Context: an optimization exercise on an open-source flow, tuned for small area. The choices shown serve that exercise and are no tape-out recipe.
Only simulation tests tie the RTL to the original design; equivalence was not proved.
Power and IR drop assume default switching activity.

[config.mk]
export PLATFORM = sky130hd
export DESIGN_NAME = resample_interp
export DESIGN_NICKNAME = resample_interp
export VERILOG_FILES = /design/flow/design.v
export SDC_FILE = /design/flow/constraint.sdc
export NUM_CORES = 4
export LEC_CHECK = 0
export CAP_MARGIN = 20
export CORE_MARGIN = 2
export CORE_UTILIZATION = 60
export PLACE_DENSITY = 0.7
export SLEW_MARGIN = 20
export SYNTH_HIERARCHICAL = 1
export SYNTH_MINIMUM_KEEP_SIZE = 0
[constraint.sdc]
create_clock -name core_clock -period 6.0 [get_ports {clk}]
set_input_delay 1.2000 -clock core_clock [delete_from_list [all_inputs] [get_ports {clk}]]
set_output_delay 1.2000 -clock core_clock [all_outputs]
set_load 0.01 [all_outputs]
[design.v]
module resample_interp #(
    parameter int SYM_WIDTH = 1,
    parameter int INT_WIDTH = 1,
    parameter int DEC_WIDTH = 14,
    parameter int MU_WIDTH  = 8,
    parameter int DEPTH     = 8,
    parameter int CNT_WIDTH = 16,
    localparam int DW = SYM_WIDTH + INT_WIDTH + DEC_WIDTH,
    localparam int LW = $clog2(DEPTH) + 1
) (
    input  logic                 clk,
    input  logic                 rst,
    input  logic                 flush,
    input  logic                 in_valid,
    input  logic [DW-1:0]        in_i,
    input  logic [DW-1:0]        in_q,
    input  logic                 mk,
    input  logic [MU_WIDTH-1:0]  mu,
    input  logic                 mode,
    input  logic                 out_ready,
    output logic                 out_valid,
    output logic [DW-1:0]        out_i,
    output logic [DW-1:0]        out_q,
    output logic [LW-1:0]        fifo_level,
    output logic                 overflow,
    output logic [CNT_WIDTH-1:0] sym_cnt
);
    localparam int AW = $clog2(DEPTH);
    localparam logic [DW-1:0] SGN = DW'(1) << (DW - 1);
    logic                 strobe;
    logic                 x_zero;
    logic [DW-1:0]        x_i, x_q;
    logic                 s1_valid, s2_valid, s3_valid;
    logic [DW-1:0]        s1_a_i, s1_a_q;
    logic [MU_WIDTH-1:0]  s1_mu;
    logic [DW-1:0]        s2_y_i, s2_y_q, s3_y_i, s3_y_q;
    logic [DW-1:0]        y_i, y_q;
    logic [DW-1:0]        mem_i [DEPTH];
    logic [DW-1:0]        mem_q [DEPTH];
    logic [AW-1:0]        wr_ptr, rd_ptr;
    logic                 full, pop, wr_ok;
    assign strobe = in_valid && mk;
    always_ff @(posedge clk or posedge rst) begin
        if (rst) begin
            x_zero   <= 1'b1;
            s1_valid <= 1'b0;
            s2_valid <= 1'b0;
            s3_valid <= 1'b0;
        end else if (flush) begin
            x_zero   <= 1'b1;
            s1_valid <= 1'b0;
            s2_valid <= 1'b0;
            s3_valid <= 1'b0;
        end else begin
            if (in_valid) x_zero <= 1'b0;
            s1_valid <= strobe;
            s2_valid <= s1_valid;
            s3_valid <= s2_valid;
        end
    end
    logic [DW-1:0]        s1_a_i_d, s1_a_q_d;
    logic                 sel_new, sel_hist;
    assign sel_new  = !mode;
    assign sel_hist = mode && !x_zero;
    for (genvar j = 0; j < DW - 1; j++) begin : g_s1a
        ri_ao22 u_s1a_i (sel_new, in_i[j], sel_hist, x_i[j], s1_a_i_d[j]);
        ri_ao22 u_s1a_q (sel_new, in_q[j], sel_hist, x_q[j], s1_a_q_d[j]);
    end
    assign s1_a_i_d[DW-1] = !mode ? !in_i[DW-1] : x_zero || x_i[DW-1];
    assign s1_a_q_d[DW-1] = !mode ? !in_q[DW-1] : x_zero || x_q[DW-1];
    always_ff @(posedge clk) begin
        if (in_valid) begin
            x_i <= in_i ^ SGN;
            x_q <= in_q ^ SGN;
        end
        s1_a_i <= s1_a_i_d;
        s1_a_q <= s1_a_q_d;
        s1_mu  <= mu;
        s2_y_i <= y_i ^ SGN;
        s2_y_q <= y_q ^ SGN;
        s3_y_i <= s2_y_i;
        s3_y_q <= s2_y_q;
    end
    logic [15:0] ari_1;
    logic [15:0] ari_2;
    logic [15:0] ari_3;
    logic [15:0] ari_4;
    logic [15:0] ari_5;
    logic [15:0] ari_6;
    logic [15:0] ari_7;
    logic [15:0] ari_8;
    logic ari_9;
    logic ari_10;
    logic ari_11;
    logic ari_12;
    logic ari_13;
    logic ari_14;
    logic ari_15;
    logic ari_16;
    logic ari_17;
    logic ari_18;
    logic ari_19;
    logic ari_20;
    logic ari_21;
    logic ari_22;
    logic ari_23;
    logic ari_24;
    logic ari_25;
    logic ari_26;
    logic ari_27;
    logic ari_28;
    logic ari_29;
    logic ari_30;
    logic ari_31;
    logic ari_32;
    logic ari_33;
    logic ari_34;
    logic ari_35;
    logic ari_36;
    logic ari_37;
    logic ari_38;
    logic ari_39;
    logic ari_40;
    logic ari_41;
    logic ari_42;
    logic ari_43;
    logic ari_44;
    logic ari_45;
    logic ari_46;
    logic ari_47;
    logic ari_48;
    logic ari_49;
    logic ari_50;
    logic ari_51;
    logic ari_52;
    logic ari_53;
    logic ari_54;
    logic ari_55;
    logic ari_56;
    logic ari_57;
    logic ari_58;
    logic ari_59;
    logic ari_60;
    logic ari_61;
    logic ari_62;
    logic ari_63;
    logic ari_64;
    logic ari_65;
    logic ari_66;
    logic ari_67;
    logic ari_68;
    logic ari_69;
    logic ari_70;
    logic ari_71;
    logic ari_72;
    logic ari_73;
    logic ari_74;
    logic ari_75;
    logic ari_76;
    logic ari_77;
    logic ari_78;
    logic ari_79;
    logic ari_80;
    logic ari_81;
    logic ari_82;
    logic ari_83;
    logic ari_84;
    logic ari_85;
    logic ari_86;
    logic ari_87;
    logic ari_88;
    logic ari_89;
    logic ari_90;
    logic ari_91;
    logic ari_92;
    logic ari_93;
    logic ari_94;
    logic ari_95;
    logic ari_96;
    logic ari_97;
    logic ari_98;
    logic ari_99;
    logic ari_100;
    logic ari_101;
    logic ari_102;
    logic ari_103;
    logic ari_104;
    logic ari_105;
    logic ari_106;
    logic ari_107;
    logic ari_108;
    logic ari_109;
    logic ari_110;
    logic ari_111;
    logic ari_112;
    logic ari_113;
    logic ari_114;
    logic ari_115;
    logic ari_116;
    logic ari_117;
    logic ari_118;
    logic ari_119;
    logic ari_120;
    logic ari_121;
    logic ari_122;
    logic ari_123;
    logic ari_124;
    logic ari_125;
    logic ari_126;
    logic ari_127;
    logic ari_128;
    logic ari_129;
    logic ari_130;
    logic ari_131;
    logic ari_132;
    logic ari_133;
    logic ari_134;
    logic ari_135;
    logic ari_136;
    logic ari_137;
    logic ari_138;
    logic ari_139;
    logic ari_140;
    logic ari_141;
    logic ari_142;
    logic ari_143;
    logic ari_144;
    logic ari_145;
    logic ari_146;
    logic ari_147;
    logic ari_148;
    logic ari_149;
    logic ari_150;
    logic ari_151;
    logic ari_152;
    logic ari_153;
    logic ari_154;
    logic ari_155;
    logic ari_156;
    logic ari_157;
    logic ari_158;
    logic ari_159;
    logic ari_160;
    logic ari_161;
    logic ari_162;
    logic ari_163;
    logic ari_164;
    logic ari_165;
    logic ari_166;
    logic ari_167;
    logic ari_168;
    logic ari_169;
    logic ari_170;
    logic ari_171;
    logic ari_172;
    logic ari_173;
    logic ari_174;
    logic ari_175;
    logic ari_176;
    logic ari_177;
    logic ari_178;
    logic ari_179;
    logic ari_180;
    logic ari_181;
    logic ari_182;
    logic ari_183;
    logic ari_184;
    logic ari_185;
    logic ari_186;
    logic ari_187;
    logic ari_188;
    logic ari_189;
    logic ari_190;
    logic ari_191;
    logic ari_192;
    logic ari_193;
    logic ari_194;
    logic ari_195;
    logic ari_196;
    logic ari_197;
    logic ari_198;
    logic ari_199;
    logic ari_200;
    logic ari_201;
    logic ari_202;
    logic ari_203;
    logic ari_204;
    logic ari_205;
    logic ari_206;
    logic ari_207;
    logic ari_208;
    logic ari_209;
    logic ari_210;
    logic ari_211;
    logic ari_212;
    logic ari_213;
    logic ari_214;
    logic ari_215;
    logic ari_216;
    logic ari_217;
    logic ari_218;
    logic ari_219;
    logic ari_220;
    logic ari_221;
    logic ari_222;
    logic ari_223;
    logic ari_224;
    logic ari_225;
    logic ari_226;
    logic ari_227;
    logic ari_228;
    logic ari_229;
    logic ari_230;
    logic ari_231;
    logic ari_232;
    logic ari_233;
    logic ari_234;
    logic ari_235;
    logic ari_236;
    logic ari_237;
    logic ari_238;
    logic ari_239;
    logic ari_240;
    logic ari_241;
    logic ari_242;
    logic ari_243;
    logic ari_244;
    logic ari_245;
    logic ari_246;
    logic ari_247;
    logic ari_248;
    logic ari_249;
    logic ari_250;
    logic ari_251;
    logic ari_252;
    logic ari_253;
    logic ari_254;
    logic ari_255;
    logic ari_256;
    logic ari_257;
    logic ari_258;
    logic ari_259;
    logic ari_260;
    logic ari_261;
    logic ari_262;
    logic ari_263;
    logic ari_264;
    logic ari_265;
    logic ari_266;
    logic ari_267;
    logic ari_268;
    logic ari_269;
    logic ari_270;
    logic ari_271;
    logic ari_272;
    logic ari_273;
    logic ari_274;
    logic ari_275;
    logic ari_276;
    logic ari_277;
    logic ari_278;
    logic ari_279;
    logic ari_280;
    logic ari_281;
    logic ari_282;
    logic ari_283;
    logic ari_284;
    logic ari_285;
    logic ari_286;
    logic ari_287;
    logic ari_288;
    logic ari_289;
    logic ari_290;
    logic ari_291;
    logic ari_292;
    logic ari_293;
    logic ari_294;
    logic ari_295;
    logic ari_296;
    logic ari_297;
    logic ari_298;
    logic ari_299;
    logic ari_300;
    logic ari_301;
    logic ari_302;
    logic ari_303;
    logic ari_304;
    logic ari_305;
    logic ari_306;
    logic ari_307;
    logic ari_308;
    logic ari_309;
    logic ari_310;
    logic ari_311;
    logic ari_312;
    logic ari_313;
    logic ari_314;
    logic ari_315;
    logic ari_316;
    logic ari_317;
    logic ari_318;
    logic ari_319;
    logic ari_320;
    logic ari_321;
    logic ari_322;
    assign ari_1 = ~(s1_mu[0] ? x_i : s1_a_i);
    assign ari_2 = ~(s1_mu[1] ? x_i : s1_a_i);
    assign ari_3 = ~(s1_mu[2] ? x_i : s1_a_i);
    assign ari_4 = ~(s1_mu[3] ? x_i : s1_a_i);
    assign ari_5 = ~(s1_mu[4] ? x_i : s1_a_i);
    assign ari_6 = ~(s1_mu[5] ? x_i : s1_a_i);
    assign ari_7 = ~(s1_mu[6] ? x_i : s1_a_i);
    assign ari_8 = ~(s1_mu[7] ? x_i : s1_a_i);
    ri_ha u_ari_9 (~s1_a_i[7], ari_1[7], ari_9, ari_10);
    assign ari_11 = ~(~s1_a_i[1] ^ ari_1[1]);
    assign ari_12 = ~s1_a_i[1] | ari_1[1];
    ri_fa u_ari_13 (~s1_a_i[2], ari_1[2], ari_2[1], ari_13, ari_14);
    assign ari_15 = ~(ari_3[0] ^ ari_12);
    assign ari_16 = ari_3[0] | ari_12;
    ri_fa u_ari_17 (~s1_a_i[3], ari_1[3], ari_2[2], ari_17, ari_18);
    ri_fa u_ari_19 (ari_3[1], ari_4[0], ari_14, ari_19, ari_20);
    assign ari_21 = ~(ari_16 ^ ari_17);
    assign ari_22 = ari_16 | ari_17;
    ri_fa u_ari_23 (~s1_a_i[4], ari_1[4], ari_2[3], ari_23, ari_24);
    ri_fa u_ari_25 (ari_3[2], ari_4[1], ari_5[0], ari_25, ari_26);
    ri_fa u_ari_27 (ari_18, ari_23, ari_25, ari_27, ari_28);
    assign ari_29 = ~(ari_22 ^ ari_20);
    assign ari_30 = ari_22 | ari_20;
    ri_fa u_ari_31 (~s1_a_i[5], ari_1[5], ari_2[4], ari_31, ari_32);
    ri_fa u_ari_33 (ari_3[3], ari_4[2], ari_5[1], ari_33, ari_34);
    ri_fa u_ari_35 (ari_6[0], ari_24, ari_26, ari_35, ari_36);
    ri_fa u_ari_37 (ari_31, ari_33, ari_28, ari_37, ari_38);
    assign ari_39 = ~(ari_35 ^ ari_30);
    assign ari_40 = ari_35 | ari_30;
    ri_fa u_ari_41 (~s1_a_i[6], ari_1[6], ari_2[5], ari_41, ari_42);
    ri_fa u_ari_43 (ari_3[4], ari_4[3], ari_5[2], ari_43, ari_44);
    ri_fa u_ari_45 (ari_6[1], ari_7[0], ari_32, ari_45, ari_46);
    ri_fa u_ari_47 (ari_34, ari_41, ari_43, ari_47, ari_48);
    ri_fa u_ari_49 (ari_36, ari_45, ari_47, ari_49, ari_50);
    assign ari_51 = ~(ari_38 ^ ari_40);
    assign ari_52 = ari_38 | ari_40;
    ri_fa u_ari_53 (ari_2[6], ari_3[5], ari_4[4], ari_53, ari_54);
    ri_fa u_ari_55 (ari_5[3], ari_6[2], ari_7[1], ari_55, ari_56);
    ri_fa u_ari_57 (ari_8[0], ari_9, ari_42, ari_57, ari_58);
    ri_fa u_ari_59 (ari_44, ari_53, ari_55, ari_59, ari_60);
    ri_fa u_ari_61 (ari_46, ari_48, ari_57, ari_61, ari_62);
    ri_fa u_ari_63 (ari_59, ari_50, ari_61, ari_63, ari_64);
    ri_fa u_ari_65 (~s1_a_i[8], ari_1[8], ari_2[7], ari_65, ari_66);
    ri_fa u_ari_67 (ari_3[6], ari_4[5], ari_5[4], ari_67, ari_68);
    ri_fa u_ari_69 (ari_6[3], ari_7[2], ari_8[1], ari_69, ari_70);
    ri_fa u_ari_71 (ari_10, ari_54, ari_56, ari_71, ari_72);
    ri_fa u_ari_73 (ari_65, ari_67, ari_69, ari_73, ari_74);
    ri_fa u_ari_75 (ari_58, ari_60, ari_71, ari_75, ari_76);
    ri_fa u_ari_77 (ari_73, ari_62, ari_75, ari_77, ari_78);
    ri_fa u_ari_79 (~s1_a_i[9], ari_1[9], ari_2[8], ari_79, ari_80);
    ri_fa u_ari_81 (ari_3[7], ari_4[6], ari_5[5], ari_81, ari_82);
    ri_fa u_ari_83 (ari_6[4], ari_7[3], ari_8[2], ari_83, ari_84);
    ri_fa u_ari_85 (ari_66, ari_68, ari_70, ari_85, ari_86);
    ri_fa u_ari_87 (ari_79, ari_81, ari_83, ari_87, ari_88);
    ri_fa u_ari_89 (ari_72, ari_74, ari_85, ari_89, ari_90);
    ri_fa u_ari_91 (ari_87, ari_76, ari_89, ari_91, ari_92);
    ri_fa u_ari_93 (~s1_a_i[10], ari_1[10], ari_2[9], ari_93, ari_94);
    ri_fa u_ari_95 (ari_3[8], ari_4[7], ari_5[6], ari_95, ari_96);
    ri_fa u_ari_97 (ari_6[5], ari_7[4], ari_8[3], ari_97, ari_98);
    ri_fa u_ari_99 (ari_80, ari_82, ari_84, ari_99, ari_100);
    ri_fa u_ari_101 (ari_93, ari_95, ari_97, ari_101, ari_102);
    ri_fa u_ari_103 (ari_86, ari_88, ari_99, ari_103, ari_104);
    ri_fa u_ari_105 (ari_101, ari_90, ari_103, ari_105, ari_106);
    ri_fa u_ari_107 (~s1_a_i[11], ari_1[11], ari_2[10], ari_107, ari_108);
    ri_fa u_ari_109 (ari_3[9], ari_4[8], ari_5[7], ari_109, ari_110);
    ri_fa u_ari_111 (ari_6[6], ari_7[5], ari_8[4], ari_111, ari_112);
    ri_fa u_ari_113 (ari_94, ari_96, ari_98, ari_113, ari_114);
    ri_fa u_ari_115 (ari_107, ari_109, ari_111, ari_115, ari_116);
    ri_fa u_ari_117 (ari_100, ari_102, ari_113, ari_117, ari_118);
    ri_fa u_ari_119 (ari_115, ari_104, ari_117, ari_119, ari_120);
    ri_fa u_ari_121 (~s1_a_i[12], ari_1[12], ari_2[11], ari_121, ari_122);
    ri_fa u_ari_123 (ari_3[10], ari_4[9], ari_5[8], ari_123, ari_124);
    ri_fa u_ari_125 (ari_6[7], ari_7[6], ari_8[5], ari_125, ari_126);
    ri_fa u_ari_127 (ari_108, ari_110, ari_112, ari_127, ari_128);
    ri_fa u_ari_129 (ari_121, ari_123, ari_125, ari_129, ari_130);
    ri_fa u_ari_131 (ari_114, ari_116, ari_127, ari_131, ari_132);
    ri_fa u_ari_133 (ari_129, ari_118, ari_131, ari_133, ari_134);
    ri_fa u_ari_135 (~s1_a_i[13], ari_1[13], ari_2[12], ari_135, ari_136);
    ri_fa u_ari_137 (ari_3[11], ari_4[10], ari_5[9], ari_137, ari_138);
    ri_fa u_ari_139 (ari_6[8], ari_7[7], ari_8[6], ari_139, ari_140);
    ri_fa u_ari_141 (ari_122, ari_124, ari_126, ari_141, ari_142);
    ri_fa u_ari_143 (ari_135, ari_137, ari_139, ari_143, ari_144);
    ri_fa u_ari_145 (ari_128, ari_130, ari_141, ari_145, ari_146);
    ri_fa u_ari_147 (ari_143, ari_132, ari_145, ari_147, ari_148);
    ri_fa u_ari_149 (~s1_a_i[14], ari_1[14], ari_2[13], ari_149, ari_150);
    ri_fa u_ari_151 (ari_3[12], ari_4[11], ari_5[10], ari_151, ari_152);
    ri_fa u_ari_153 (ari_6[9], ari_7[8], ari_8[7], ari_153, ari_154);
    ri_fa u_ari_155 (ari_136, ari_138, ari_140, ari_155, ari_156);
    ri_fa u_ari_157 (ari_149, ari_151, ari_153, ari_157, ari_158);
    ri_fa u_ari_159 (ari_142, ari_144, ari_155, ari_159, ari_160);
    ri_fa u_ari_161 (ari_157, ari_146, ari_159, ari_161, ari_162);
    ri_fa u_ari_163 (~s1_a_i[15], ari_1[15], ari_2[14], ari_163, ari_164);
    ri_fa u_ari_165 (ari_3[13], ari_4[12], ari_5[11], ari_165, ari_166);
    ri_fa u_ari_167 (ari_6[10], ari_7[9], ari_8[8], ari_167, ari_168);
    ri_fa u_ari_169 (ari_150, ari_152, ari_154, ari_169, ari_170);
    ri_fa u_ari_171 (ari_163, ari_165, ari_167, ari_171, ari_172);
    ri_fa u_ari_173 (ari_156, ari_158, ari_169, ari_173, ari_174);
    ri_fa u_ari_175 (ari_171, ari_160, ari_173, ari_175, ari_176);
    ri_fa u_ari_177 (ari_2[15], ari_3[14], ari_4[13], ari_177, ari_178);
    ri_fa u_ari_179 (ari_5[12], ari_6[11], ari_7[10], ari_179, ari_180);
    ri_fa u_ari_181 (ari_8[9], ari_164, ari_166, ari_181, ari_182);
    ri_fa u_ari_183 (ari_168, ari_177, ari_179, ari_183, ari_184);
    ri_fa u_ari_185 (ari_170, ari_172, ari_181, ari_185, ari_186);
    ri_fa u_ari_187 (ari_183, ari_174, ari_185, ari_187, ari_188);
    ri_fa u_ari_189 (ari_3[15], ari_4[14], ari_5[13], ari_189, ari_190);
    ri_fa u_ari_191 (ari_6[12], ari_7[11], ari_8[10], ari_191, ari_192);
    ri_fa u_ari_193 (ari_178, ari_180, ari_189, ari_193, ari_194);
    ri_fa u_ari_195 (ari_191, ari_182, ari_184, ari_195, ari_196);
    ri_fa u_ari_197 (ari_193, ari_186, ari_195, ari_197, ari_198);
    ri_fa u_ari_199 (ari_4[15], ari_5[14], ari_6[13], ari_199, ari_200);
    ri_fa u_ari_201 (ari_7[12], ari_8[11], ari_190, ari_201, ari_202);
    ri_fa u_ari_203 (ari_192, ari_199, ari_194, ari_203, ari_204);
    ri_fa u_ari_205 (ari_201, ari_196, ari_203, ari_205, ari_206);
    ri_fa u_ari_207 (ari_5[15], ari_6[14], ari_7[13], ari_207, ari_208);
    ri_fa u_ari_209 (ari_8[12], ari_200, ari_207, ari_209, ari_210);
    ri_fa u_ari_211 (ari_202, ari_209, ari_204, ari_211, ari_212);
    ri_fa u_ari_213 (ari_6[15], ari_7[14], ari_8[13], ari_213, ari_214);
    ri_fa u_ari_215 (ari_208, ari_213, ari_210, ari_215, ari_216);
    ri_fa u_ari_217 (ari_7[15], ari_8[14], ari_214, ari_217, ari_218);
    assign ari_219 = ~s1_a_i[0] | ari_1[0];
    ri_maj u_ari_220 (ari_2[0], ari_11, ari_219, ari_220);
    ri_maj u_ari_221 (ari_13, ari_15, ari_220, ari_221);
    ri_maj u_ari_222 (ari_21, ari_19, ari_221, ari_222);
    ri_maj u_ari_223 (ari_27, ari_29, ari_222, ari_223);
    ri_maj u_ari_224 (ari_39, ari_37, ari_223, ari_224);
    ri_maj u_ari_225 (ari_49, ari_51, ari_224, ari_225);
    ri_maj u_ari_226 (ari_52, ari_63, ari_225, ari_226);
    ri_ha u_ari_227 (ari_64, ari_77, ari_227, ari_228);
    ri_ha u_ari_229 (ari_78, ari_91, ari_229, ari_230);
    ri_ha u_ari_231 (ari_92, ari_105, ari_231, ari_232);
    ri_ha u_ari_233 (ari_106, ari_119, ari_233, ari_234);
    ri_ha u_ari_235 (ari_120, ari_133, ari_235, ari_236);
    ri_ha u_ari_237 (ari_134, ari_147, ari_237, ari_238);
    ri_ha u_ari_239 (ari_148, ari_161, ari_239, ari_240);
    ri_ha u_ari_241 (ari_162, ari_175, ari_241, ari_242);
    ri_ha u_ari_243 (ari_176, ari_187, ari_243, ari_244);
    ri_ha u_ari_245 (ari_188, ari_197, ari_245, ari_246);
    ri_ha u_ari_247 (ari_198, ari_205, ari_247, ari_248);
    ri_ha u_ari_249 (ari_206, ari_211, ari_249, ari_250);
    ri_ha u_ari_251 (ari_215, ari_212, ari_251, ari_252);
    ri_ha u_ari_253 (ari_217, ari_216, ari_253, ari_254);
    ri_ha u_ari_255 (ari_8[15], ari_218, ari_255, ari_256);
    assign ari_257 = ari_228 | (ari_227 & ari_226);
    assign ari_258 = ari_230 | (ari_229 & ari_257);
    assign ari_259 = ari_234 | (ari_233 & ari_232);
    assign ari_260 = ari_233 & ari_231;
    assign ari_261 = ari_238 | (ari_237 & ari_236);
    assign ari_262 = ari_237 & ari_235;
    assign ari_263 = ari_242 | (ari_241 & ari_240);
    assign ari_264 = ari_241 & ari_239;
    assign ari_265 = ari_246 | (ari_245 & ari_244);
    assign ari_266 = ari_245 & ari_243;
    assign ari_267 = ari_250 | (ari_249 & ari_248);
    assign ari_268 = ari_249 & ari_247;
    assign ari_269 = ari_254 | (ari_253 & ari_252);
    assign ari_270 = ari_253 & ari_251;
    assign ari_271 = 1'b0 | (1'b0 & ari_256);
    assign ari_272 = 1'b0 & ari_255;
    assign ari_273 = ari_232 | (ari_231 & ari_258);
    assign ari_274 = ari_259 | (ari_260 & ari_258);
    assign ari_275 = ari_240 | (ari_239 & ari_261);
    assign ari_276 = ari_239 & ari_262;
    assign ari_277 = ari_263 | (ari_264 & ari_261);
    assign ari_278 = ari_264 & ari_262;
    assign ari_279 = ari_248 | (ari_247 & ari_265);
    assign ari_280 = ari_247 & ari_266;
    assign ari_281 = ari_267 | (ari_268 & ari_265);
    assign ari_282 = ari_268 & ari_266;
    assign ari_283 = ari_256 | (ari_255 & ari_269);
    assign ari_284 = ari_255 & ari_270;
    assign ari_285 = ari_271 | (ari_272 & ari_269);
    assign ari_286 = ari_272 & ari_270;
    assign ari_287 = ari_236 | (ari_235 & ari_274);
    assign ari_288 = ari_261 | (ari_262 & ari_274);
    assign ari_289 = ari_275 | (ari_276 & ari_274);
    assign ari_290 = ari_277 | (ari_278 & ari_274);
    assign ari_291 = ari_252 | (ari_251 & ari_281);
    assign ari_292 = ari_251 & ari_282;
    assign ari_293 = ari_269 | (ari_270 & ari_281);
    assign ari_294 = ari_270 & ari_282;
    assign ari_295 = ari_283 | (ari_284 & ari_281);
    assign ari_296 = ari_284 & ari_282;
    assign ari_297 = ari_285 | (ari_286 & ari_281);
    assign ari_298 = ari_286 & ari_282;
    assign ari_299 = ari_244 | (ari_243 & ari_290);
    assign ari_300 = ari_265 | (ari_266 & ari_290);
    assign ari_301 = ari_279 | (ari_280 & ari_290);
    assign ari_302 = ari_281 | (ari_282 & ari_290);
    assign ari_303 = ari_291 | (ari_292 & ari_290);
    assign ari_304 = ari_293 | (ari_294 & ari_290);
    assign ari_305 = ari_295 | (ari_296 & ari_290);
    assign ari_306 = ari_297 | (ari_298 & ari_290);
    assign ari_307 = ari_227 ^ ari_226;
    assign ari_308 = ari_229 ^ ari_257;
    assign ari_309 = ari_231 ^ ari_258;
    assign ari_310 = ari_233 ^ ari_273;
    assign ari_311 = ari_235 ^ ari_274;
    assign ari_312 = ari_237 ^ ari_287;
    assign ari_313 = ari_239 ^ ari_288;
    assign ari_314 = ari_241 ^ ari_289;
    assign ari_315 = ari_243 ^ ari_290;
    assign ari_316 = ari_245 ^ ari_299;
    assign ari_317 = ari_247 ^ ari_300;
    assign ari_318 = ari_249 ^ ari_301;
    assign ari_319 = ari_251 ^ ari_302;
    assign ari_320 = ari_253 ^ ari_303;
    assign ari_321 = ari_255 ^ ari_304;
    assign ari_322 = 1'b0 ^ ari_305;
    assign y_i = ~{ari_322, ari_321, ari_320, ari_319, ari_318, ari_317, ari_316, ari_315, ari_314, ari_313, ari_312, ari_311, ari_310, ari_309, ari_308, ari_307};
    logic [15:0] arq_1;
    logic [15:0] arq_2;
    logic [15:0] arq_3;
    logic [15:0] arq_4;
    logic [15:0] arq_5;
    logic [15:0] arq_6;
    logic [15:0] arq_7;
    logic [15:0] arq_8;
    logic arq_9;
    logic arq_10;
    logic arq_11;
    logic arq_12;
    logic arq_13;
    logic arq_14;
    logic arq_15;
    logic arq_16;
    logic arq_17;
    logic arq_18;
    logic arq_19;
    logic arq_20;
    logic arq_21;
    logic arq_22;
    logic arq_23;
    logic arq_24;
    logic arq_25;
    logic arq_26;
    logic arq_27;
    logic arq_28;
    logic arq_29;
    logic arq_30;
    logic arq_31;
    logic arq_32;
    logic arq_33;
    logic arq_34;
    logic arq_35;
    logic arq_36;
    logic arq_37;
    logic arq_38;
    logic arq_39;
    logic arq_40;
    logic arq_41;
    logic arq_42;
    logic arq_43;
    logic arq_44;
    logic arq_45;
    logic arq_46;
    logic arq_47;
    logic arq_48;
    logic arq_49;
    logic arq_50;
    logic arq_51;
    logic arq_52;
    logic arq_53;
    logic arq_54;
    logic arq_55;
    logic arq_56;
    logic arq_57;
    logic arq_58;
    logic arq_59;
    logic arq_60;
    logic arq_61;
    logic arq_62;
    logic arq_63;
    logic arq_64;
    logic arq_65;
    logic arq_66;
    logic arq_67;
    logic arq_68;
    logic arq_69;
    logic arq_70;
    logic arq_71;
    logic arq_72;
    logic arq_73;
    logic arq_74;
    logic arq_75;
    logic arq_76;
    logic arq_77;
    logic arq_78;
    logic arq_79;
    logic arq_80;
    logic arq_81;
    logic arq_82;
    logic arq_83;
    logic arq_84;
    logic arq_85;
    logic arq_86;
    logic arq_87;
    logic arq_88;
    logic arq_89;
    logic arq_90;
    logic arq_91;
    logic arq_92;
    logic arq_93;
    logic arq_94;
    logic arq_95;
    logic arq_96;
    logic arq_97;
    logic arq_98;
    logic arq_99;
    logic arq_100;
    logic arq_101;
    logic arq_102;
    logic arq_103;
    logic arq_104;
    logic arq_105;
    logic arq_106;
    logic arq_107;
    logic arq_108;
    logic arq_109;
    logic arq_110;
    logic arq_111;
    logic arq_112;
    logic arq_113;
    logic arq_114;
    logic arq_115;
    logic arq_116;
    logic arq_117;
    logic arq_118;
    logic arq_119;
    logic arq_120;
    logic arq_121;
    logic arq_122;
    logic arq_123;
    logic arq_124;
    logic arq_125;
    logic arq_126;
    logic arq_127;
    logic arq_128;
    logic arq_129;
    logic arq_130;
    logic arq_131;
    logic arq_132;
    logic arq_133;
    logic arq_134;
    logic arq_135;
    logic arq_136;
    logic arq_137;
    logic arq_138;
    logic arq_139;
    logic arq_140;
    logic arq_141;
    logic arq_142;
    logic arq_143;
    logic arq_144;
    logic arq_145;
    logic arq_146;
    logic arq_147;
    logic arq_148;
    logic arq_149;
    logic arq_150;
    logic arq_151;
    logic arq_152;
    logic arq_153;
    logic arq_154;
    logic arq_155;
    logic arq_156;
    logic arq_157;
    logic arq_158;
    logic arq_159;
    logic arq_160;
    logic arq_161;
    logic arq_162;
    logic arq_163;
    logic arq_164;
    logic arq_165;
    logic arq_166;
    logic arq_167;
    logic arq_168;
    logic arq_169;
    logic arq_170;
    logic arq_171;
    logic arq_172;
    logic arq_173;
    logic arq_174;
    logic arq_175;
    logic arq_176;
    logic arq_177;
    logic arq_178;
    logic arq_179;
    logic arq_180;
    logic arq_181;
    logic arq_182;
    logic arq_183;
    logic arq_184;
    logic arq_185;
    logic arq_186;
    logic arq_187;
    logic arq_188;
    logic arq_189;
    logic arq_190;
    logic arq_191;
    logic arq_192;
    logic arq_193;
    logic arq_194;
    logic arq_195;
    logic arq_196;
    logic arq_197;
    logic arq_198;
    logic arq_199;
    logic arq_200;
    logic arq_201;
    logic arq_202;
    logic arq_203;
    logic arq_204;
    logic arq_205;
    logic arq_206;
    logic arq_207;
    logic arq_208;
    logic arq_209;
    logic arq_210;
    logic arq_211;
    logic arq_212;
    logic arq_213;
    logic arq_214;
    logic arq_215;
    logic arq_216;
    logic arq_217;
    logic arq_218;
    logic arq_219;
    logic arq_220;
    logic arq_221;
    logic arq_222;
    logic arq_223;
    logic arq_224;
    logic arq_225;
    logic arq_226;
    logic arq_227;
    logic arq_228;
    logic arq_229;
    logic arq_230;
    logic arq_231;
    logic arq_232;
    logic arq_233;
    logic arq_234;
    logic arq_235;
    logic arq_236;
    logic arq_237;
    logic arq_238;
    logic arq_239;
    logic arq_240;
    logic arq_241;
    logic arq_242;
    logic arq_243;
    logic arq_244;
    logic arq_245;
    logic arq_246;
    logic arq_247;
    logic arq_248;
    logic arq_249;
    logic arq_250;
    logic arq_251;
    logic arq_252;
    logic arq_253;
    logic arq_254;
    logic arq_255;
    logic arq_256;
    logic arq_257;
    logic arq_258;
    logic arq_259;
    logic arq_260;
    logic arq_261;
    logic arq_262;
    logic arq_263;
    logic arq_264;
    logic arq_265;
    logic arq_266;
    logic arq_267;
    logic arq_268;
    logic arq_269;
    logic arq_270;
    logic arq_271;
    logic arq_272;
    logic arq_273;
    logic arq_274;
    logic arq_275;
    logic arq_276;
    logic arq_277;
    logic arq_278;
    logic arq_279;
    logic arq_280;
    logic arq_281;
    logic arq_282;
    logic arq_283;
    logic arq_284;
    logic arq_285;
    logic arq_286;
    logic arq_287;
    logic arq_288;
    logic arq_289;
    logic arq_290;
    logic arq_291;
    logic arq_292;
    logic arq_293;
    logic arq_294;
    logic arq_295;
    logic arq_296;
    logic arq_297;
    logic arq_298;
    logic arq_299;
    logic arq_300;
    logic arq_301;
    logic arq_302;
    logic arq_303;
    logic arq_304;
    logic arq_305;
    logic arq_306;
    logic arq_307;
    logic arq_308;
    logic arq_309;
    logic arq_310;
    logic arq_311;
    logic arq_312;
    logic arq_313;
    logic arq_314;
    logic arq_315;
    logic arq_316;
    logic arq_317;
    logic arq_318;
    logic arq_319;
    logic arq_320;
    logic arq_321;
    logic arq_322;
    assign arq_1 = ~(s1_mu[0] ? x_q : s1_a_q);
    assign arq_2 = ~(s1_mu[1] ? x_q : s1_a_q);
    assign arq_3 = ~(s1_mu[2] ? x_q : s1_a_q);
    assign arq_4 = ~(s1_mu[3] ? x_q : s1_a_q);
    assign arq_5 = ~(s1_mu[4] ? x_q : s1_a_q);
    assign arq_6 = ~(s1_mu[5] ? x_q : s1_a_q);
    assign arq_7 = ~(s1_mu[6] ? x_q : s1_a_q);
    assign arq_8 = ~(s1_mu[7] ? x_q : s1_a_q);
    ri_ha u_arq_9 (~s1_a_q[7], arq_1[7], arq_9, arq_10);
    assign arq_11 = ~(~s1_a_q[1] ^ arq_1[1]);
    assign arq_12 = ~s1_a_q[1] | arq_1[1];
    ri_fa u_arq_13 (~s1_a_q[2], arq_1[2], arq_2[1], arq_13, arq_14);
    assign arq_15 = ~(arq_3[0] ^ arq_12);
    assign arq_16 = arq_3[0] | arq_12;
    ri_fa u_arq_17 (~s1_a_q[3], arq_1[3], arq_2[2], arq_17, arq_18);
    ri_fa u_arq_19 (arq_3[1], arq_4[0], arq_14, arq_19, arq_20);
    assign arq_21 = ~(arq_16 ^ arq_17);
    assign arq_22 = arq_16 | arq_17;
    ri_fa u_arq_23 (~s1_a_q[4], arq_1[4], arq_2[3], arq_23, arq_24);
    ri_fa u_arq_25 (arq_3[2], arq_4[1], arq_5[0], arq_25, arq_26);
    ri_fa u_arq_27 (arq_18, arq_23, arq_25, arq_27, arq_28);
    assign arq_29 = ~(arq_22 ^ arq_20);
    assign arq_30 = arq_22 | arq_20;
    ri_fa u_arq_31 (~s1_a_q[5], arq_1[5], arq_2[4], arq_31, arq_32);
    ri_fa u_arq_33 (arq_3[3], arq_4[2], arq_5[1], arq_33, arq_34);
    ri_fa u_arq_35 (arq_6[0], arq_24, arq_26, arq_35, arq_36);
    ri_fa u_arq_37 (arq_31, arq_33, arq_28, arq_37, arq_38);
    assign arq_39 = ~(arq_35 ^ arq_30);
    assign arq_40 = arq_35 | arq_30;
    ri_fa u_arq_41 (~s1_a_q[6], arq_1[6], arq_2[5], arq_41, arq_42);
    ri_fa u_arq_43 (arq_3[4], arq_4[3], arq_5[2], arq_43, arq_44);
    ri_fa u_arq_45 (arq_6[1], arq_7[0], arq_32, arq_45, arq_46);
    ri_fa u_arq_47 (arq_34, arq_41, arq_43, arq_47, arq_48);
    ri_fa u_arq_49 (arq_36, arq_45, arq_47, arq_49, arq_50);
    assign arq_51 = ~(arq_38 ^ arq_40);
    assign arq_52 = arq_38 | arq_40;
    ri_fa u_arq_53 (arq_2[6], arq_3[5], arq_4[4], arq_53, arq_54);
    ri_fa u_arq_55 (arq_5[3], arq_6[2], arq_7[1], arq_55, arq_56);
    ri_fa u_arq_57 (arq_8[0], arq_9, arq_42, arq_57, arq_58);
    ri_fa u_arq_59 (arq_44, arq_53, arq_55, arq_59, arq_60);
    ri_fa u_arq_61 (arq_46, arq_48, arq_57, arq_61, arq_62);
    ri_fa u_arq_63 (arq_59, arq_50, arq_61, arq_63, arq_64);
    ri_fa u_arq_65 (~s1_a_q[8], arq_1[8], arq_2[7], arq_65, arq_66);
    ri_fa u_arq_67 (arq_3[6], arq_4[5], arq_5[4], arq_67, arq_68);
    ri_fa u_arq_69 (arq_6[3], arq_7[2], arq_8[1], arq_69, arq_70);
    ri_fa u_arq_71 (arq_10, arq_54, arq_56, arq_71, arq_72);
    ri_fa u_arq_73 (arq_65, arq_67, arq_69, arq_73, arq_74);
    ri_fa u_arq_75 (arq_58, arq_60, arq_71, arq_75, arq_76);
    ri_fa u_arq_77 (arq_73, arq_62, arq_75, arq_77, arq_78);
    ri_fa u_arq_79 (~s1_a_q[9], arq_1[9], arq_2[8], arq_79, arq_80);
    ri_fa u_arq_81 (arq_3[7], arq_4[6], arq_5[5], arq_81, arq_82);
    ri_fa u_arq_83 (arq_6[4], arq_7[3], arq_8[2], arq_83, arq_84);
    ri_fa u_arq_85 (arq_66, arq_68, arq_70, arq_85, arq_86);
    ri_fa u_arq_87 (arq_79, arq_81, arq_83, arq_87, arq_88);
    ri_fa u_arq_89 (arq_72, arq_74, arq_85, arq_89, arq_90);
    ri_fa u_arq_91 (arq_87, arq_76, arq_89, arq_91, arq_92);
    ri_fa u_arq_93 (~s1_a_q[10], arq_1[10], arq_2[9], arq_93, arq_94);
    ri_fa u_arq_95 (arq_3[8], arq_4[7], arq_5[6], arq_95, arq_96);
    ri_fa u_arq_97 (arq_6[5], arq_7[4], arq_8[3], arq_97, arq_98);
    ri_fa u_arq_99 (arq_80, arq_82, arq_84, arq_99, arq_100);
    ri_fa u_arq_101 (arq_93, arq_95, arq_97, arq_101, arq_102);
    ri_fa u_arq_103 (arq_86, arq_88, arq_99, arq_103, arq_104);
    ri_fa u_arq_105 (arq_101, arq_90, arq_103, arq_105, arq_106);
    ri_fa u_arq_107 (~s1_a_q[11], arq_1[11], arq_2[10], arq_107, arq_108);
    ri_fa u_arq_109 (arq_3[9], arq_4[8], arq_5[7], arq_109, arq_110);
    ri_fa u_arq_111 (arq_6[6], arq_7[5], arq_8[4], arq_111, arq_112);
    ri_fa u_arq_113 (arq_94, arq_96, arq_98, arq_113, arq_114);
    ri_fa u_arq_115 (arq_107, arq_109, arq_111, arq_115, arq_116);
    ri_fa u_arq_117 (arq_100, arq_102, arq_113, arq_117, arq_118);
    ri_fa u_arq_119 (arq_115, arq_104, arq_117, arq_119, arq_120);
    ri_fa u_arq_121 (~s1_a_q[12], arq_1[12], arq_2[11], arq_121, arq_122);
    ri_fa u_arq_123 (arq_3[10], arq_4[9], arq_5[8], arq_123, arq_124);
    ri_fa u_arq_125 (arq_6[7], arq_7[6], arq_8[5], arq_125, arq_126);
    ri_fa u_arq_127 (arq_108, arq_110, arq_112, arq_127, arq_128);
    ri_fa u_arq_129 (arq_121, arq_123, arq_125, arq_129, arq_130);
    ri_fa u_arq_131 (arq_114, arq_116, arq_127, arq_131, arq_132);
    ri_fa u_arq_133 (arq_129, arq_118, arq_131, arq_133, arq_134);
    ri_fa u_arq_135 (~s1_a_q[13], arq_1[13], arq_2[12], arq_135, arq_136);
    ri_fa u_arq_137 (arq_3[11], arq_4[10], arq_5[9], arq_137, arq_138);
    ri_fa u_arq_139 (arq_6[8], arq_7[7], arq_8[6], arq_139, arq_140);
    ri_fa u_arq_141 (arq_122, arq_124, arq_126, arq_141, arq_142);
    ri_fa u_arq_143 (arq_135, arq_137, arq_139, arq_143, arq_144);
    ri_fa u_arq_145 (arq_128, arq_130, arq_141, arq_145, arq_146);
    ri_fa u_arq_147 (arq_143, arq_132, arq_145, arq_147, arq_148);
    ri_fa u_arq_149 (~s1_a_q[14], arq_1[14], arq_2[13], arq_149, arq_150);
    ri_fa u_arq_151 (arq_3[12], arq_4[11], arq_5[10], arq_151, arq_152);
    ri_fa u_arq_153 (arq_6[9], arq_7[8], arq_8[7], arq_153, arq_154);
    ri_fa u_arq_155 (arq_136, arq_138, arq_140, arq_155, arq_156);
    ri_fa u_arq_157 (arq_149, arq_151, arq_153, arq_157, arq_158);
    ri_fa u_arq_159 (arq_142, arq_144, arq_155, arq_159, arq_160);
    ri_fa u_arq_161 (arq_157, arq_146, arq_159, arq_161, arq_162);
    ri_fa u_arq_163 (~s1_a_q[15], arq_1[15], arq_2[14], arq_163, arq_164);
    ri_fa u_arq_165 (arq_3[13], arq_4[12], arq_5[11], arq_165, arq_166);
    ri_fa u_arq_167 (arq_6[10], arq_7[9], arq_8[8], arq_167, arq_168);
    ri_fa u_arq_169 (arq_150, arq_152, arq_154, arq_169, arq_170);
    ri_fa u_arq_171 (arq_163, arq_165, arq_167, arq_171, arq_172);
    ri_fa u_arq_173 (arq_156, arq_158, arq_169, arq_173, arq_174);
    ri_fa u_arq_175 (arq_171, arq_160, arq_173, arq_175, arq_176);
    ri_fa u_arq_177 (arq_2[15], arq_3[14], arq_4[13], arq_177, arq_178);
    ri_fa u_arq_179 (arq_5[12], arq_6[11], arq_7[10], arq_179, arq_180);
    ri_fa u_arq_181 (arq_8[9], arq_164, arq_166, arq_181, arq_182);
    ri_fa u_arq_183 (arq_168, arq_177, arq_179, arq_183, arq_184);
    ri_fa u_arq_185 (arq_170, arq_172, arq_181, arq_185, arq_186);
    ri_fa u_arq_187 (arq_183, arq_174, arq_185, arq_187, arq_188);
    ri_fa u_arq_189 (arq_3[15], arq_4[14], arq_5[13], arq_189, arq_190);
    ri_fa u_arq_191 (arq_6[12], arq_7[11], arq_8[10], arq_191, arq_192);
    ri_fa u_arq_193 (arq_178, arq_180, arq_189, arq_193, arq_194);
    ri_fa u_arq_195 (arq_191, arq_182, arq_184, arq_195, arq_196);
    ri_fa u_arq_197 (arq_193, arq_186, arq_195, arq_197, arq_198);
    ri_fa u_arq_199 (arq_4[15], arq_5[14], arq_6[13], arq_199, arq_200);
    ri_fa u_arq_201 (arq_7[12], arq_8[11], arq_190, arq_201, arq_202);
    ri_fa u_arq_203 (arq_192, arq_199, arq_194, arq_203, arq_204);
    ri_fa u_arq_205 (arq_201, arq_196, arq_203, arq_205, arq_206);
    ri_fa u_arq_207 (arq_5[15], arq_6[14], arq_7[13], arq_207, arq_208);
    ri_fa u_arq_209 (arq_8[12], arq_200, arq_207, arq_209, arq_210);
    ri_fa u_arq_211 (arq_202, arq_209, arq_204, arq_211, arq_212);
    ri_fa u_arq_213 (arq_6[15], arq_7[14], arq_8[13], arq_213, arq_214);
    ri_fa u_arq_215 (arq_208, arq_213, arq_210, arq_215, arq_216);
    ri_fa u_arq_217 (arq_7[15], arq_8[14], arq_214, arq_217, arq_218);
    assign arq_219 = ~s1_a_q[0] | arq_1[0];
    ri_maj u_arq_220 (arq_2[0], arq_11, arq_219, arq_220);
    ri_maj u_arq_221 (arq_13, arq_15, arq_220, arq_221);
    ri_maj u_arq_222 (arq_21, arq_19, arq_221, arq_222);
    ri_maj u_arq_223 (arq_27, arq_29, arq_222, arq_223);
    ri_maj u_arq_224 (arq_39, arq_37, arq_223, arq_224);
    ri_maj u_arq_225 (arq_49, arq_51, arq_224, arq_225);
    ri_maj u_arq_226 (arq_52, arq_63, arq_225, arq_226);
    ri_ha u_arq_227 (arq_64, arq_77, arq_227, arq_228);
    ri_ha u_arq_229 (arq_78, arq_91, arq_229, arq_230);
    ri_ha u_arq_231 (arq_92, arq_105, arq_231, arq_232);
    ri_ha u_arq_233 (arq_106, arq_119, arq_233, arq_234);
    ri_ha u_arq_235 (arq_120, arq_133, arq_235, arq_236);
    ri_ha u_arq_237 (arq_134, arq_147, arq_237, arq_238);
    ri_ha u_arq_239 (arq_148, arq_161, arq_239, arq_240);
    ri_ha u_arq_241 (arq_162, arq_175, arq_241, arq_242);
    ri_ha u_arq_243 (arq_176, arq_187, arq_243, arq_244);
    ri_ha u_arq_245 (arq_188, arq_197, arq_245, arq_246);
    ri_ha u_arq_247 (arq_198, arq_205, arq_247, arq_248);
    ri_ha u_arq_249 (arq_206, arq_211, arq_249, arq_250);
    ri_ha u_arq_251 (arq_215, arq_212, arq_251, arq_252);
    ri_ha u_arq_253 (arq_217, arq_216, arq_253, arq_254);
    ri_ha u_arq_255 (arq_8[15], arq_218, arq_255, arq_256);
    assign arq_257 = arq_228 | (arq_227 & arq_226);
    assign arq_258 = arq_230 | (arq_229 & arq_257);
    assign arq_259 = arq_234 | (arq_233 & arq_232);
    assign arq_260 = arq_233 & arq_231;
    assign arq_261 = arq_238 | (arq_237 & arq_236);
    assign arq_262 = arq_237 & arq_235;
    assign arq_263 = arq_242 | (arq_241 & arq_240);
    assign arq_264 = arq_241 & arq_239;
    assign arq_265 = arq_246 | (arq_245 & arq_244);
    assign arq_266 = arq_245 & arq_243;
    assign arq_267 = arq_250 | (arq_249 & arq_248);
    assign arq_268 = arq_249 & arq_247;
    assign arq_269 = arq_254 | (arq_253 & arq_252);
    assign arq_270 = arq_253 & arq_251;
    assign arq_271 = 1'b0 | (1'b0 & arq_256);
    assign arq_272 = 1'b0 & arq_255;
    assign arq_273 = arq_232 | (arq_231 & arq_258);
    assign arq_274 = arq_259 | (arq_260 & arq_258);
    assign arq_275 = arq_240 | (arq_239 & arq_261);
    assign arq_276 = arq_239 & arq_262;
    assign arq_277 = arq_263 | (arq_264 & arq_261);
    assign arq_278 = arq_264 & arq_262;
    assign arq_279 = arq_248 | (arq_247 & arq_265);
    assign arq_280 = arq_247 & arq_266;
    assign arq_281 = arq_267 | (arq_268 & arq_265);
    assign arq_282 = arq_268 & arq_266;
    assign arq_283 = arq_256 | (arq_255 & arq_269);
    assign arq_284 = arq_255 & arq_270;
    assign arq_285 = arq_271 | (arq_272 & arq_269);
    assign arq_286 = arq_272 & arq_270;
    assign arq_287 = arq_236 | (arq_235 & arq_274);
    assign arq_288 = arq_261 | (arq_262 & arq_274);
    assign arq_289 = arq_275 | (arq_276 & arq_274);
    assign arq_290 = arq_277 | (arq_278 & arq_274);
    assign arq_291 = arq_252 | (arq_251 & arq_281);
    assign arq_292 = arq_251 & arq_282;
    assign arq_293 = arq_269 | (arq_270 & arq_281);
    assign arq_294 = arq_270 & arq_282;
    assign arq_295 = arq_283 | (arq_284 & arq_281);
    assign arq_296 = arq_284 & arq_282;
    assign arq_297 = arq_285 | (arq_286 & arq_281);
    assign arq_298 = arq_286 & arq_282;
    assign arq_299 = arq_244 | (arq_243 & arq_290);
    assign arq_300 = arq_265 | (arq_266 & arq_290);
    assign arq_301 = arq_279 | (arq_280 & arq_290);
    assign arq_302 = arq_281 | (arq_282 & arq_290);
    assign arq_303 = arq_291 | (arq_292 & arq_290);
    assign arq_304 = arq_293 | (arq_294 & arq_290);
    assign arq_305 = arq_295 | (arq_296 & arq_290);
    assign arq_306 = arq_297 | (arq_298 & arq_290);
    assign arq_307 = arq_227 ^ arq_226;
    assign arq_308 = arq_229 ^ arq_257;
    assign arq_309 = arq_231 ^ arq_258;
    assign arq_310 = arq_233 ^ arq_273;
    assign arq_311 = arq_235 ^ arq_274;
    assign arq_312 = arq_237 ^ arq_287;
    assign arq_313 = arq_239 ^ arq_288;
    assign arq_314 = arq_241 ^ arq_289;
    assign arq_315 = arq_243 ^ arq_290;
    assign arq_316 = arq_245 ^ arq_299;
    assign arq_317 = arq_247 ^ arq_300;
    assign arq_318 = arq_249 ^ arq_301;
    assign arq_319 = arq_251 ^ arq_302;
    assign arq_320 = arq_253 ^ arq_303;
    assign arq_321 = arq_255 ^ arq_304;
    assign arq_322 = 1'b0 ^ arq_305;
    assign y_q = ~{arq_322, arq_321, arq_320, arq_319, arq_318, arq_317, arq_316, arq_315, arq_314, arq_313, arq_312, arq_311, arq_310, arq_309, arq_308, arq_307};
    assign wr_ptr    = rd_ptr + fifo_level[AW-1:0];
    assign full      = fifo_level == LW'(DEPTH);
    assign out_valid = fifo_level != '0;
    assign pop       = out_valid && out_ready;
    assign wr_ok     = s3_valid && (!full || pop);
    always_comb begin
        out_i = '0;
        out_q = '0;
        for (int k = 0; k < DEPTH; k++) begin
            if (out_valid && rd_ptr == AW'(k)) begin
                out_i = out_i | mem_i[k];
                out_q = out_q | mem_q[k];
            end
        end
    end
    always_ff @(posedge clk) begin
        if (!full || pop) begin
            mem_i[wr_ptr] <= s3_y_i;
            mem_q[wr_ptr] <= s3_y_q;
        end
    end
    always_ff @(posedge clk or posedge rst) begin
        if (rst) begin
            rd_ptr     <= '0;
            fifo_level <= '0;
            overflow   <= 1'b0;
            sym_cnt    <= '0;
        end else if (flush) begin
            rd_ptr     <= '0;
            fifo_level <= '0;
            overflow   <= 1'b0;
            sym_cnt    <= '0;
        end else begin
            if (wr_ok) begin
                sym_cnt <= sym_cnt + CNT_WIDTH'(1);
            end
            if (pop) begin
                rd_ptr <= rd_ptr + AW'(1);
            end
            case ({wr_ok, pop})
                2'b10:   fifo_level <= fifo_level + LW'(1);
                2'b01:   fifo_level <= fifo_level - LW'(1);
                default: fifo_level <= fifo_level;
            endcase
            if (s3_valid && !wr_ok) begin
                overflow <= 1'b1;
            end
        end
    end
endmodule
module ri_fa (
    input  logic a, b, c,
    output logic s, co
);
    assign s  = a ^ b ^ c;
    assign co = (a & b) | (c & (a ^ b));
endmodule
module ri_maj (
    input  logic a, b, c,
    output logic co
);
    assign co = (a & b) | (a & c) | (b & c);
endmodule
module ri_ao (
    input  logic gh, ph, gl,
    output logic g
);
    assign g = gh | (ph & gl);
endmodule
module ri_and (
    input  logic a, b,
    output logic y
);
    assign y = a & b;
endmodule
module ri_xor (
    input  logic a, b,
    output logic y
);
    assign y = a ^ b;
endmodule
module ri_ha (
    input  logic a, b,
    output logic s, co
);
    assign s  = a ^ b;
    assign co = a & b;
endmodule
module ri_ao22 (
    input  logic a1, a2, b1, b2,
    output logic x
);
    assign x = (a1 & a2) | (b1 & b2);
endmodule
[flow/run.sh]
#!/bin/bash
# Layout flow: the standard ORFS flow (standard.sh, synthesis unchanged)
# with two changes to the layout steps:
#   * port buffers use the smallest buffer (buf_1) instead of the resizer's
#     default choice; every input and output port still gets a buffer;
#   * clock tree synthesis runs without dummy loads and builds the tree from
#     clkbuf_4 cells with sink clusters of at most 11 flip-flops.
# Each tool's full output is in orfs/logs/ (one log per step); make's own
# output goes to flow_make.log in the work folder.
set -euo pipefail
export BUFFER_PORTS_ARGS="-buffer_cell sky130_fd_sc_hd__buf_1"
export CTS_ARGS="-sink_clustering_enable -repair_clock_nets -dont_use_dummy_load -buf_list sky130_fd_sc_hd__clkbuf_4 -sink_clustering_size 11 -sink_clustering_max_diameter 38"
bash standard.sh > flow_make.log 2>&1
[standard.sh]
#!/bin/bash
# synth_recipe.tcl (not shown) runs the flow's synth.tcl, then flattens the netlist and writes it again
# the make line also repeats each setting of config.mk as NAME=value (left out here)
make -C /OpenROAD-flow-scripts/flow DESIGN_CONFIG=/design/flow/config.mk WORK_HOME=/design/flow/orfs CLKGATE_MAP_FILE= SYNTH_SCRIPT=/design/flow/synth_recipe.tcl "${@:-finish}"
==> impl_metrics.csv, run 1 <==
group,metric,value,unit
worst_setup_path,start_kind,"flip-flop",
placed_design,finalWeightedCongestion,0.869,
yosys,synth_flop_type,"edfxtp_1",
worst_setup_path,critical_path.startpoint,"s1_mu[1]$_DFF_P_",
placed_design,place.detailed.hpwl,31900,µm
placed_design,portBuffers,100,
worst_setup_path,crit-reg2reg-launch,"s1_mu[1]$_DFF_P_",
floorplan,row_count,70,
yosys,synth_xor_xnor_area_share,0.0132,
sta,fin_worst_hold_slack,0.296,ns
clock_network,cts.sink_count,420,
worst_setup_path,worstPathMaxFanout,18,
floorplan,die_width,198,µm
sta,report.final.setup_viol,0,
yosys,synth_top_cells_by_count,"edfxtp_1 (288), mux2i_1 (254), fa_1 (198)",
clock_network,number_of_resized_instances_in_the_post_cts_repair_step,0,
yosys,post_synth_main_area_contributors,"edfxtp_1 (38%), fa_1 (18%), mux2i_1 (11%)",
worst_setup_path,critPathKind,"reg2reg",
final_layout,final.fill_count,2788,
yosys,synth_simple_gate_area_frac,0.0368,
sta,worst-slew-pin-transition,1.08,ns
pwr,p_clk_frac,0.096,
drt,vias_per_cell,6.21,
drt,wirelength,49000,µm
worst_setup_path,reg2reg_slack,0.64,ns
global_route,gr-usage-met3,0.0468,
clock_network,cts_inserted_buffers,54,
yosys,main_combinational_cell_family_by_area_after_synthesis,"adder cells",
yosys,synth-compound-area-share,0.0713,
sta,slew_headroom,0.279,
yosys,synth_top_area_share,0.384,
yosys,sequential_area_share_after_synthesis,0.508,
clock_network,clk_path_buf_depth,3,
clock_network,clockRootBuffer,"clkbuf_4",
yosys,synth-edff-count,288,
pwr,power.leakage,9.13,nW
final_layout,final_util,0.643,
pwr,power.internal,7.77,mW
sta,final-hold-violation-count,0,
sta,fin_skew,0.0799,ns
worst_setup_path,crit_required,6.69,ns
floorplan,fp.coreArea,36800,µm²
clock_network,cts_tree,"built",
sta,fin_crit_sh,0.894,
yosys,synth_cell_types,60,
pwr,total_power,13.2,mW
yosys,most_common_cell_in_the_netlist,"edfxtp_1",
floorplan,starting_density_of_the_core,0.612,
global_route,first_global_vias,13600,
drt,route.detailed.wl_per_inst,23.6,µm
worst_setup_path,timing.reg2reg.worst_path_depth,17,
yosys,synth-async-reset-ratio,0.0667,
worst_setup_path,rr_endpoint,"s2_y_i[13]$_DFF_P_",
floorplan,die_area,39100,µm²
yosys,postSynthAreaPerCell,14.5,µm²
yosys,yosysWarnings,7,
drt,route.detailed.drc,0,
pwr,power.share.sequential,0.375,
sta,timing.final.ws_setup,0.638,ns
final_layout,layout-drive-gt1-share,0.0851,
clock_network,h-tree-depth,2,
clock_network,clkSlewWorstSetupHoldPaths,0.10,ns
pwr,sw_frac_of_total,0.411,
pwr,p_switching,5.42,mW
global_route,grt_use_met2,0.417,
yosys,number_of_storage_elements_in_the_synthesis_netlist,420,
worst_hold_path,classification_of_the_worst_slack_hold_path,"reg2reg",
pwr,worst_ir_drop_vdd,0.000405,V
placed_design,placement.setup.worst_slack,0.643,ns
global_route,gr-total-overflow,0,
yosys,post_synth_instance_area,22500,µm²
drt,drt_iter0_drc,1027,
clock_network,worst_skew_late_latency,0.80,ns
run,max-cap-violations,0,
drt,drt_first_pass_iters,9,
sta,max_frequency,186,MHz
clock_network,post_cts_setup_buffer_count,0,
global_route,grt_antenna_before_repair,2,
final_layout,layout.nets,1920,
global_route,first_pass_grt_wire_length,77200,µm
sta,slew_violations,0,
drt,number_of_antenna_violating_nets_in_the_routed_design,0,
final_layout,area_delta_synth_final,5.07,%
worst_setup_path,worstSetupEndpointType,"flip-flop",
yosys,syn_inst,1550,
yosys,post_synthesis_mux_area_share,0.115,
worst_setup_path,critical_path_arrival,6.05,ns
floorplan,die_y,198,µm
pwr,power.density_cell_area,558,nW/µm²
global_route,pin_count_of_the_biggest_net_entering_global_routing,35,
global_route,globalRouteTotalUtil,0.261,
global_route,grtUsageMet1,0.376,
yosys,syn-num-nets,1859,
yosys,synth_area_leader_cell,"edfxtp_1",
drt,vias,12900,
sta,setup-tns-final,0,ns
floorplan,ios,101,
clock_network,ctsHoldBuffers,0,
sta,rsz0062_at_grt,"false",
worst_setup_path,timing.critical_path.to,"s2_y_i[13]$_DFF_P_",
sta,fin_crit,5.36,ns
outcome,run_status,"finished clean",
pwr,power.share.combinational,0.529,
global_route,gr-max-usage-layer,"met2",
yosys,yosys.area_share.adder,0.219,
## per-module statistics from Yosys, one instance, submodules excluded
module | cell area [µm²] | cells | copies in the design | flip-flops and latches
resample_interp | 17800 | 1278 | 1 | 420
ri_fa | 20.0 | 1 | 196 | 0
ri_ha | 12.5 | 1 | 32 | 0
ri_maj | 11.3 | 1 | 14 | 0
ri_ao22 | 8.76 | 1 | 30 | 0
## worst min-delay path by stage
| stage | startpoint | endpoint | slack (ns) | depth (start not counted) |
|---|---|---|---|---|
| 6_report | s2_y_q[6]$_DFF_P_ | s3_y_q[6]$_DFF_P_ | 0.30 | 0 |
| 2_1_floorplan | s2_y_i[0]$_DFF_P_ | s3_y_i[0]$_DFF_P_ | 0.31 | 0 |
| 4_1_cts | s2_y_q[6]$_DFF_P_ | s3_y_q[6]$_DFF_P_ | 0.29 | 0 |
| 3_3_place_gp | s2_y_i[15]$_DFF_P_ | s3_y_i[15]$_DFF_P_ | 0.31 | 0 |
| 3_5_place_dp | s2_y_i[9]$_DFF_P_ | s3_y_i[9]$_DFF_P_ | 0.31 | 0 |
| 5_1_grt | s2_y_q[6]$_DFF_P_ | s3_y_q[6]$_DFF_P_ | 0.30 | 0 |
## logic make-up (layout without fill, tap and decap cells)
family                     count (synthesis)  in the layout
and+or+nand+nor                          164            164
muxes                                    258            258
DFF                                      420            420
adders and majority gates                276            276
buffers and inverters                    205            264
other                                      0              2
AOI/OAI and AO/OA                        193            193
xor gates and xnor gates                  34             34
## flip-flops by register name, indices dropped and copies added, names as in the netlist, 3 cells and up
name,flops
rd_ptr,3
s1_a_i,16
s2_y_i,16
s1_mu,8
mem_q,128
s1_a_q,16
x_i,16
s3_y_i,16
mem_i,128
fifo_level,4
s2_y_q,16
sym_cnt,16
s3_y_q,16
x_q,16
## placed cells by master (no fill, tap or decap), types with 4 or more instances in the layout
master,count
buf_1,99
and3_1,7
maj3_2,14
nor2b_1,7
dfxtp_1,96
ha_1,64
dfxtp_2,8
mux2_2,4
nand4_1,5
o21ai_0,13
or2_2,4
nor2_4,4
nor3_1,9
nor2_1,39
nand3_1,39
fa_1,198
o211ai_1,6
a21oi_1,19
clkbuf_4,55
buf_4,28
dfrtp_1,27
inv_1,78
a22oi_1,34
nand2_1,22
edfxtp_1,288
a22o_1,30
xor2_1,18
mux2i_1,254
a222oi_1,64
xnor2_1,16
## layer usage
metal	routed length (µm)	up-vias
li1	-	5819
met3	3030	71
met1	22200	6633
met4	888	2
met2	23000	394
met5	7	-
## critical path, stage by stage, from the launching register on
cell and delay [ns]:
dfxtp_2 0.73, mux2i_1 0.20, fa_1 0.41, fa_1 0.45
maj3_2 0.32, maj3_2 0.31, maj3_2 0.31, maj3_2 0.31
maj3_2 0.32, ha_1 0.19, or2_2 0.29, ha_1 0.19
o211ai_1 0.21, a21boi_1 0.14, a41oi_2 0.34, inv_2 0.09
a311o_1 0.33, xnor2_1 0.13
## area by class of cell
cell class / count / area, µm² / area share
sequential: 420 / 11400 / 0.484
tap: 468 / 586 / 0.0248
multi-input combinational: 925 / 10300 / 0.436
inverter: 81 / 304 / 0.0129
antenna: 2 / 5.00 / 0.000212
clock buffer: 54 / 405 / 0.0171
timing repair buffer: 129 / 594 / 0.0251
## power by group through the flow
stage          sequential, mW  combinational, mW  clock, mW
6_report                 4.95               6.98       1.26
5_1_grt                  5.04               7.99       1.42
4_1_cts                  4.94               7.10       1.31
3_5_place_dp             5.01               7.06          0
3_3_place_gp             4.95               6.86          0
2_1_floorplan            4.76               5.21          0
## stage by stage
| stage | cell area (µm²) | cells |
|---|---|---|
| detailed placement | 23200 | 2022 |
| CTS | 23600 | 2076 |
| floorplan | 22500 | 1550 |
| global route | 23600 | 2078 |
| finish | 23600 | 2079 |
| global placement | 23200 | 2022 |
==> inputs of run 2 (changes only) <==
--- a/config.mk
+++ b/config.mk
@@ -7,8 +7,8 @@
 export LEC_CHECK = 0
 export CAP_MARGIN = 20
 export CORE_MARGIN = 2
-export CORE_UTILIZATION = 60
-export PLACE_DENSITY = 0.7
+export CORE_UTILIZATION = 65
+export PLACE_DENSITY = 0.75
 export SLEW_MARGIN = 20
 export SYNTH_HIERARCHICAL = 1
 export SYNTH_MINIMUM_KEEP_SIZE = 0
==> run 2 against run 1 <==
Total power rose by 0.34%. Flip-flop and latch count unchanged. Clock power is essentially flat. Sequential share of layout area is 0.082 points higher. Critical endpoint is now s2_y_i[9]$_DFF_P_.
==> impl_metrics.csv, run 2 <==
group,metric,value,unit
global_route,first_global_vias,13400,
worst_setup_path,critical_path_arrival,6.05,ns
worst_setup_path,critical_path.startpoint,"s1_mu[2]$_DFF_P_",
clock_network,cts_inserted_buffers,51,
drt,route.detailed.wl_per_inst,23.6,µm
clock_network,post_cts_setup_buffer_count,0,
final_layout,final_util,0.688,
sta,report.final.setup_viol,0,
floorplan,die_y,190,µm
placed_design,finalWeightedCongestion,0.897,
floorplan,die_area,36100,µm²
yosys,synth_top_area_share,0.384,
sta,timing.final.ws_setup,0.578,ns
yosys,post_synth_main_area_contributors,"edfxtp_1 (38%), fa_1 (18%), mux2i_1 (11%)",
clock_network,cts_tree,"built",
yosys,synth-edff-count,288,
global_route,globalRouteTotalUtil,0.278,
placed_design,placement.setup.worst_slack,0.565,ns
outcome,run_status,"finished clean",
placed_design,place.detailed.hpwl,31600,µm
worst_setup_path,crit-reg2reg-launch,"s1_mu[2]$_DFF_P_",
final_layout,sequential_cell_area,11400,µm²
final_layout,regs_by_ff_count,"mem_i (128), mem_q (128)",
floorplan,fp.coreArea,34300,µm²
worst_setup_path,worstSetupEndpointType,"flip-flop",
final_layout,final.fill_count,2419,
sta,fin_skew,0.107,ns
worst_setup_path,crit_required,6.63,ns
sta,fin_worst_hold_slack,0.247,ns
worst_setup_path,critPathKind,"reg2reg",
yosys,synth_flop_type,"edfxtp_1",
sta,worst-slew-pin-transition,1.06,ns
yosys,yosysWarnings,7,
drt,drt_first_pass_iters,8,
final_layout,most_common_library_cell_in_the_layout_ignoring_fill_and_taps,"edfxtp_1",
drt,number_of_antenna_violating_nets_in_the_routed_design,0,
final_layout,layout.nets,1915,
worst_hold_path,worst_hold_path.num_cells,0,
final_layout,layout-drive-gt1-share,0.0829,
drt,route.detailed.drc,0,
clock_network,ctsHoldBuffers,0,
floorplan,die_width,190,µm
drt,vias,13000,
worst_setup_path,rr_endpoint,"s2_y_i[9]$_DFF_P_",
yosys,sequential_area_share_after_synthesis,0.508,
drt,wirelength,48600,µm
drt,drt_iter0_drc,1145,
yosys,syn-num-nets,1859,
pwr,worst_ir_drop_vdd,0.000425,V
final_layout,final_area,23600,µm²
run,max-cap-violations,0,
clock_network,worst_skew_late_latency,0.81,ns
yosys,post_synth_instance_area,22500,µm²
sta,final-hold-violation-count,0,
sta,fin_crit,5.42,ns
yosys,number_of_storage_elements_in_the_synthesis_netlist,420,
sta,slew_headroom,0.295,
final_layout,multiInputGateArea,10300,µm²
placed_design,placement.cell_area,23200,µm²
clock_network,clockRootBuffer,"clkbuf_4",
final_layout,final_cell_mix,"edfxtp_1 (288), mux2i_1 (254), fa_1 (198)",
floorplan,starting_density_of_the_core,0.656,
yosys,most_common_cell_in_the_netlist,"edfxtp_1",
worst_setup_path,timing.reg2reg.worst_path_depth,17,
yosys,synth-async-reset-ratio,0.0667,
yosys,synth_top_cells_by_count,"edfxtp_1 (288), mux2i_1 (254), fa_1 (198)",
global_route,grt_antenna_before_repair,3,
global_route,gr-total-overflow,0,
clock_network,h-tree-depth,2,
placed_design,portBuffers,100,
worst_setup_path,start_kind,"flip-flop",
==> run 2: cell counts after synthesis <==
Identical to the previous run, type by type.
==> run 2: cell families after synthesis <==
family	count (synthesis)	share of synthesized area
mux	258	0.115
buf+inv	205	0.0368
xor+xnor	34	0.0132
fa+ha+maj	276	0.219
flops	420	0.508
simple gates	164	0.0368
compound gates	193	0.0713
==> run 2: metrics by stage <==
stage | std cells | power, mW
detailed placement | 2008 | 12.1
global route | 2061 | 14.4
finish | 2061 | 13.2
CTS | 2059 | 13.3
global placement | 2008 | 11.8
floorplan | 1550 | 9.97
==> run 2: how the worst max path moves through the flow <==
| stage | end | slack [ns] | cells after the start |
|---|---|---|---|
| after floorplan | s2_y_i[13]$_DFF_P_ | 0.51 | 21 |
| after global placement | s2_y_i[13]$_DFF_P_ | 0.71 | 16 |
| after detailed placement | s2_y_i[13]$_DFF_P_ | 0.56 | 16 |
| after CTS | s2_y_i[9]$_DFF_P_ | 0.53 | 17 |
| after global routing | s2_y_i[9]$_DFF_P_ | 0.18 | 17 |
| final | s2_y_i[9]$_DFF_P_ | 0.58 | 17 |
==> run 2: final cells by class <==
type,count,share of cell area
antenna,2,0.000212
clock buffer,51,0.0162
inverter,81,0.0129
multi-input combinational,925,0.437
sequential,420,0.485
tap,455,0.0241
timing repair buffer,127,0.0251
==> run 2: report_power, final <==
group / switching [mW] / internal, mW / leakage, nW / total, mW
sequential: 0.550 / 4.40 / 3.92 / 4.94
clock: 0.845 / 0.388 / 0.235 / 1.23
combinational: 4.06 / 3.00 / 4.95 / 7.06
==> run 2: layer usage <==
layer | vias up | part of all wire | track usage
met4 | 4 | 0.023 | 0.0874
li1 | 5811 | - | -
met5 | - | 0.00056 | 0
met3 | 75 | 0.069 | 0.0515
met2 | 494 | 0.47 | 0.448
met1 | 6645 | 0.43 | 0.391
==> run 2: modules after synthesis (local to each module, per instance) <==
module,flops+latches,copies in the design,cells inside
ri_maj,0,14,1
ri_ao22,0,30,1
ri_ha,0,32,1
resample_interp,420,1,1278
ri_fa,0,196,1
==> run 2: worst max-delay path, stage by stage, from the launching register on <==
cell and delay (ns):
dfxtp_2 0.72, buf_4 0.28, mux2i_1 0.25, fa_1 0.48, fa_1 0.43, fa_1 0.54, fa_1 0.41, ha_1 0.29
ha_1 0.17, or2_2 0.29, ha_1 0.20, o211ai_1 0.21, a21boi_1 0.14, a41oi_2 0.35, inv_2 0.09, ha_1 0.19
nor2_1 0.12, xor2_1 0.14

==> afterwards: timing with drivers on the ports <==
No port has a modelled driver above. Below, the same layouts with a new extraction and two added sets of constraints.
Step 1 sets driving cells, clkbuf_16 on the clock port and buf_2 on the other inputs (assumed; they add their load-dependent delay and slew).
Step 2 also shifts input and output timing later by t, the mid clock arrival at the registers, as if the neighbouring blocks saw the same clock.
Three values: ideal ports, drivers, drivers and shift; two values: the first two.
run | t (ns) | slack for setup (ns) | worst setup path at the end | worst register clock-pin slew, ns
run 1 | 0.806 | 0.638 / 0.638 / 0.638 | register to register | 0.11 / 0.11
run 2 | 0.800 | 0.578 / 0.578 / 0.578 | register to register | 0.11 / 0.11
After both steps setup and hold are still met in every run listed.
